This is an optimization exercise on Yosys and OpenROAD, whose aim is small area, not a production implementation.
Function was checked by simulation only, so behaviour that the tests miss may differ from the original.
Power is estimated from default activity; no workload was simulated.

==> inputs of run a <==
==> flow/design.v <==
package stat_counter_types;
  localparam int STAT_COUNTER_DEFAULT_W = 16;
  localparam int STAT_INC_DEFAULT_W     = 2;
endpackage
module stat_counter
#(
  parameter int COUNTER_W = stat_counter_types::STAT_COUNTER_DEFAULT_W,
  parameter int INC_W     = stat_counter_types::STAT_INC_DEFAULT_W
) (
  input  logic                 clk,
  input  logic [INC_W-1:0]     inc,
  input  logic                 en,
  input  logic                 clear,
  input  logic                 live_ok,
  output logic [COUNTER_W-1:0] count,
  output logic                 overflow
);
  logic [INC_W-1:0]       inc_e;
  logic [INC_W:0]         lo_sum;
  logic [COUNTER_W:INC_W] ones;    
  logic                   kill;
  always_comb begin
    kill   = clear || !live_ok;
    inc_e  = en ? inc : '0;
    lo_sum = (INC_W+1)'(count[INC_W-1:0]) + (INC_W+1)'(inc_e);
    ones[INC_W] = 1'b1;
    for (int j = INC_W; j < COUNTER_W; j++) ones[j+1] = ones[j] & count[j];
  end
  always_ff @(posedge clk) begin
    for (int j = INC_W; j < COUNTER_W; j++)
      count[j] <= !kill && (count[j] ^ (lo_sum[INC_W] && ones[j]));
    count[INC_W-1:0] <= clear ? '0 : (live_ok ? lo_sum[INC_W-1:0] : inc_e);
    overflow         <= !kill && (overflow || (lo_sum[INC_W] && ones[COUNTER_W]));
  end
endmodule
module stat_counter_bank
#(
  parameter int NUM_STATS = 28,
  parameter int COUNTER_W = stat_counter_types::STAT_COUNTER_DEFAULT_W,
  parameter int INC_W     = stat_counter_types::STAT_INC_DEFAULT_W,
  parameter bit SATURATE  = 1'b0
) (
  input  logic                         clk,
  input  logic                         rst,
  input  logic [NUM_STATS*INC_W-1:0]   inc_amount,
  input  logic [NUM_STATS-1:0]         enable_mask,
  input  logic                         freeze,
  input  logic                         clear,
  input  logic                         snapshot_req,
  output logic                         snapshot_valid,
  input  logic                         rd_req,
  input  logic [$clog2(NUM_STATS)-1:0] rd_idx,
  output logic                         rd_valid,
  output logic [COUNTER_W-1:0]         rd_data,
  output logic                         rd_overflow,
  output logic                         rd_err
);
  localparam int IDX_W = $clog2(NUM_STATS);
  logic [NUM_STATS-1:0][COUNTER_W-1:0] live_count;
  logic [NUM_STATS-1:0]                live_overflow;
  logic [NUM_STATS-1:0][COUNTER_W:0]   snap_q;
  logic live_ok;
  logic snap_ok;
  logic             rd_bad_idx;
  logic [COUNTER_W:0] rd_entry;
  always_ff @(posedge clk or posedge rst) begin
    if (rst) live_ok <= 1'b0;
    else     live_ok <= 1'b1;
  end
  for (genvar i = 0; i < NUM_STATS; i++) begin : g_counter
    stat_counter #(
      .COUNTER_W (COUNTER_W),
      .INC_W     (INC_W)
    ) u_counter (
      .clk      (clk),
      .inc      (inc_amount[i*INC_W +: INC_W]),
      .en       (!freeze && enable_mask[i]),
      .clear    (clear),
      .live_ok  (live_ok),
      .count    (live_count[i]),
      .overflow (live_overflow[i])
    );
  end
  always_ff @(posedge clk) begin
    if (snapshot_req) begin
      for (int i = 0; i < NUM_STATS; i++) begin
        snap_q[i] <= {live_overflow[i], live_count[i]};
      end
    end
  end
  always_ff @(posedge clk or posedge rst) begin
    if (rst) begin
      snapshot_valid <= 1'b0;
      snap_ok        <= 1'b0;
    end else if (snapshot_req) begin
      snapshot_valid <= 1'b1;
      snap_ok        <= live_ok;
    end
  end
  always_comb begin
    rd_bad_idx = (32'(rd_idx) >= 32'(NUM_STATS));
    rd_entry = '0;
    for (int i = 0; i < NUM_STATS; i++)
      rd_entry = rd_entry | (snap_q[i] & {(COUNTER_W+1){snap_ok && 32'(rd_idx) == i}});
  end
  always_ff @(posedge clk or posedge rst) begin
    if (rst) rd_valid <= 1'b0;
    else     rd_valid <= rd_req;
  end
  always_ff @(posedge clk) begin
    rd_err      <= rd_bad_idx;
    rd_data     <= rd_entry[COUNTER_W-1:0];
    rd_overflow <= rd_entry[COUNTER_W];
  end
endmodule
==> flow/flow/run.sh <==
#!/bin/bash
# Own layout flow: the standard synthesis, then the combinational logic is
# mapped again with a stronger area-oriented ABC script (registers, their names
# and cell types stay as the standard synthesis made them), then the standard flow's
# standard layout from that netlist.
set -euo pipefail
WORK=$(pwd)
FLOWDIR=$WORK/flow
R=$WORK/orfs/results/${FLOW_PLATFORM:-sky130hd}/stat_counter_bank/base
LIB=$FLOW_HOME/platforms/sky130hd/lib/sky130_fd_sc_hd__tt_025C_1v80.lib
YOSYS=yosys
if [[ -x $FLOW_HOME/../tools/install/yosys/bin/yosys ]]; then
  YOSYS=$FLOW_HOME/../tools/install/yosys/bin/yosys
fi

bash standard.sh synth > $WORK/log_1_standard_synth.log 2>&1

cp $R/1_2_yosys.v $WORK/standard_synth.v
DONT_USE=""
for c in $(grep -o 'cell *( *"\?sky130_fd_sc_hd__\(lpflow\|probe\)[a-z_0-9]*' $LIB | sed 's/.*(\s*"\?//'); do
  DONT_USE="$DONT_USE -dont_use $c"
done
cat > $WORK/remap.ys <<EOY
read_liberty -ignore_miss_func $LIB
read_verilog $WORK/standard_synth.v
hierarchy -top $FLOW_TOP
setattr -mod -set keep_hierarchy 1 sky130_fd_sc_hd__*df* sky130_fd_sc_hd__conb_1
flatten
opt_clean -purge
abc -script $FLOWDIR/abc_area.script -liberty $LIB $DONT_USE -D 3000
opt_clean -purge
setattr -mod -set blackbox 1 sky130_fd_sc_hd__*
splitnets
opt_clean -purge
hilomap -singleton -hicell sky130_fd_sc_hd__conb_1 HI -locell sky130_fd_sc_hd__conb_1 LO
insbuf -buf sky130_fd_sc_hd__buf_4 A X
stat -liberty $LIB
write_verilog -noexpr -noattr -nohex -nodec $WORK/remapped.v
EOY
cat > $WORK/remap_check.ys <<EOY
read_liberty -lib $LIB
read_verilog $WORK/remapped.v
hierarchy -top $FLOW_TOP
check -assert
design -reset
read_liberty -ignore_miss_func $LIB
read_verilog $WORK/standard_synth.v
rename $FLOW_TOP gold
read_verilog $WORK/remapped.v
rename $FLOW_TOP gate
flatten gold gate
opt_clean
async2sync
equiv_make gold gate eq
hierarchy -top eq
equiv_simple
equiv_induct
equiv_status -assert
EOY
# The remapped netlist is used only if it is clean and proven equivalent to
# the standard synthesis; otherwise the standard netlist is laid out.
if $YOSYS -s $WORK/remap.ys > $WORK/log_2_remap.log 2>&1 &&
   $YOSYS -s $WORK/remap_check.ys > $WORK/log_2_remap_check.log 2>&1; then
  echo "remap: using the remapped netlist"
  cp $WORK/remapped.v $R/1_2_yosys.v
else
  echo "remap: failed, using the standard netlist"
fi
rm -f $R/1_synth.odb $R/1_synth.sdc

# Layout knobs for the steps after synthesis (see flow/knobs.sh).
source $FLOWDIR/knobs.sh
bash standard.sh finish > $WORK/log_3_layout.log 2>&1
==> flow/flow/abc_area.script <==
strash
&get -n
&fraig -x
&put
scorr
dc2
dretime
strash
&get -n
&dch -f
&nf -R 1000
&put
topo
stime -c
==> flow/flow/knobs.sh <==
# Port buffers: a small buffer (every port still gets one).
export BUFFER_PORTS_ARGS="-buffer_cell sky130_fd_sc_hd__buf_2"
# Clock tree: strong root, medium trunk and leaf buffers in clusters of up to
# 16 sinks, no dummy loads.
export CTS_ARGS="-sink_clustering_enable -repair_clock_nets -dont_use_dummy_load -root_buf sky130_fd_sc_hd__clkbuf_16 -buf_list sky130_fd_sc_hd__clkbuf_8 -sink_clustering_buffer sky130_fd_sc_hd__clkbuf_8 -sink_clustering_size 16 -sink_clustering_max_diameter 40"
==> flow/standard.sh <==
#!/bin/bash
# synth_recipe.tcl (not shown) runs the flow's synth.tcl, then flattens the netlist and writes it again
# the make line also repeats each setting of config.mk as NAME=value (left out here)
make -C /OpenROAD-flow-scripts/flow DESIGN_CONFIG=/design/flow/config.mk WORK_HOME=/design/flow/orfs CLKGATE_MAP_FILE= SYNTH_SCRIPT=/design/flow/synth_recipe.tcl "${@:-finish}"
==> flow/config.mk <==
export PLATFORM = sky130hd
export DESIGN_NAME = stat_counter_bank
export DESIGN_NICKNAME = stat_counter_bank
export VERILOG_FILES = /design/flow/design.v
export SDC_FILE = /design/flow/constraint.sdc
export NUM_CORES = 4
export LEC_CHECK = 0
export ABC_AREA = 1
export CAP_MARGIN = 20
export CORE_MARGIN = 2
export CORE_UTILIZATION = 60
export GPL_TIMING_DRIVEN = 0
export PLACE_DENSITY = 0.7
export SETUP_SLACK_MARGIN = 0.04
export SLEW_MARGIN = 20
==> flow/constraint.sdc <==
create_clock -name core_clock -period 3.0 [get_ports {clk}]
set_input_delay 0.6000 -clock core_clock [delete_from_list [all_inputs] [get_ports {clk}]]
set_output_delay 0.6000 -clock core_clock [all_outputs]
set_load 0.01 [all_outputs]
==> run b (differences from run a) <==
==> flow/flow/knobs.sh (replaced) <==
# Port buffers: a small buffer (every port still gets one).
export BUFFER_PORTS_ARGS="-buffer_cell sky130_fd_sc_hd__buf_1"
# Clock tree: strong root, medium trunk and leaf buffers in clusters of up to
# 16 sinks, no dummy loads.
export CTS_ARGS="-sink_clustering_enable -repair_clock_nets -dont_use_dummy_load -root_buf sky130_fd_sc_hd__clkbuf_16 -buf_list sky130_fd_sc_hd__clkbuf_8 -sink_clustering_buffer sky130_fd_sc_hd__clkbuf_4 -sink_clustering_size 10 -sink_clustering_max_diameter 40"
- CAP_MARGIN: 20 -> 5
- SETUP_SLACK_MARGIN: 0.04 -> 0.05
- SLEW_MARGIN: 20 -> 5
==> run c (differences from run a) <==
==> flow/flow/knobs.sh (replaced) <==
# Port buffers: a small buffer (every port still gets one).
export BUFFER_PORTS_ARGS="-buffer_cell sky130_fd_sc_hd__buf_1"
# Clock tree: strong root, medium trunk and leaf buffers in clusters of up to
# 16 sinks, no dummy loads.
export CTS_ARGS="-sink_clustering_enable -repair_clock_nets -dont_use_dummy_load -root_buf sky130_fd_sc_hd__clkbuf_16 -buf_list sky130_fd_sc_hd__clkbuf_8 -sink_clustering_buffer sky130_fd_sc_hd__clkbuf_4 -sink_clustering_size 10 -sink_clustering_max_diameter 40"
- CAP_MARGIN: 20 -> 5
- CORE_UTILIZATION: 60 -> 75
- PLACE_DENSITY: 0.7 -> 0.85
- SETUP_SLACK_MARGIN: 0.04 -> 0.05
- SLEW_MARGIN: 20 -> 5
==> run d (differences from run a) <==
==> flow/run.sh (new file) <==
#!/bin/bash
# synth_recipe.tcl (not shown) runs the flow's synth.tcl, then flattens the netlist and writes it again
# the make line also repeats each setting of config.mk as NAME=value (left out here)
make -C /OpenROAD-flow-scripts/flow DESIGN_CONFIG=/design/flow/config.mk WORK_HOME=/design/flow/orfs CLKGATE_MAP_FILE= SYNTH_SCRIPT=/design/flow/synth_recipe.tcl finish
- CORE_UTILIZATION: 60 -> 40
- GPL_TIMING_DRIVEN: 0 -> not set
- PLACE_DENSITY: 0.7 -> not set
- SETUP_SLACK_MARGIN: 0.04 -> not set
removed: flow/flow/run.sh
removed: flow/flow/abc_area.script
removed: flow/flow/knobs.sh
removed: flow/standard.sh
==> qor.txt <==
Status = finished clean
Multi-input logic area = 10,700 um2
CP max stage delay = 0.64 ns
Mapped cell area = 34,300 um2
Commonest cells after routing, fill and taps aside = dfxtp_1 (483), edfxtp_1 (476), a21oi_1 (381)
Comb power frac = 3.7%
Clock network power share = 34.4%
Fin area = 39,200 um2
CP endpoint = rd_data[2]
Place WS = -1.20 ns
NonClk Buf Share = 3.93%
Clk_skew = 0.0566 ns
CTS clk-pin slew, worst paths = 0.07 ns
Critical path arrival = 3.38 ns
R2R Path Start = snap_ok
-- figures above: run a

==> qor.txt <==
Status = finished clean
Mapped cell area = 39,200 um2
Fin area = 47,700 um2
Critical path arrival = 3.16 ns
Comb power frac = 4.2%
CP endpoint = g_counter[20].u_counter.count[12]
Place WS = -0.269 ns
R2R Path Start = snap_ok
CP max stage delay = 0.42 ns
NonClk Buf Share = 8.36%
Multi-input logic area = 12,700 um2
Commonest cells after routing, fill and taps aside = nand2_1 (879), nor2_1 (605), dfxtp_1 (494)
-- figures above: run d

==> qor.txt <==
Critical path arrival = 3.45 ns
NonClk Buf Share = 3.90%
Comb power frac = 3.9%
Clk_skew = 0.0464 ns
Commonest cells after routing, fill and taps aside = dfxtp_1 (476), edfxtp_1 (476), a21oi_1 (386)
Max-cap violations = 1
CP endpoint = rd_data[9]
Multi-input logic area = 10,600 um2
Clock network power share = 29.8%
Layout check faults = max-capacitance violations, max-slew violations
Fin. max-slew vios = 10
CP max stage delay = 1.33 ns
Status = complete, but fails checks
R2R Path Start = snap_ok
CTS clk-pin slew, worst paths = 0.10 ns
-- figures above: run b

==> qor.txt <==
Commonest cells after routing, fill and taps aside = dfxtp_1 (478), edfxtp_1 (476), a21oi_1 (386)
CP endpoint = g_counter[17].u_counter.count[15]
Status = finished clean
Place WS = -1.18 ns
Multi-input logic area = 10,700 um2
Clk_skew = 0.0517 ns
CTS clk-pin slew, worst paths = 0.10 ns
Clock network power share = 28.9%
NonClk Buf Share = 3.46%
Comb power frac = 3.8%
Fin area = 38,100 um2
R2R Path Start = g_counter[17].u_counter.count[0]
-- figures above: run c

-- static timing again, ports no longer ideal --
In the flow no input, the clock included, has a driving cell. The finished layouts below were timed again as built, in two steps. Step 1 (the two cells are an assumption about what drives the block):
set clk [get_ports {clk}]
set_driving_cell -lib_cell sky130_fd_sc_hd__clkbuf_16 $clk
set_driving_cell -lib_cell sky130_fd_sc_hd__buf_2 [delete_from_list [all_inputs] $clk]
Step 2 also shifts input and output timing later by t, the mid clock arrival at the registers, as if the neighbouring blocks saw the same clock. a / b / c = no drivers / after step 1 / after step 2; a / b = the first two.
run | t, ns | slack for setup (ns) | worst hold slack (ns) | cell pins on the clock port's net
run a | 0.670 | 0.083 / 0.022 / -0.648 | 0.106 / 0.062 / 0.411 | 1
run b | 0.711 | 0.138 / 0.067 / -0.644 | 0.071 / 0.029 / 0.420 | 1
run c | 0.665 | 0.109 / -0.008 / -0.673 | 0.102 / 0.061 / 0.422 | 1
run d | 0.759 | 0.422 / 0.467 / -0.284 | 0.094 / 0.043 / 0.423 | 1
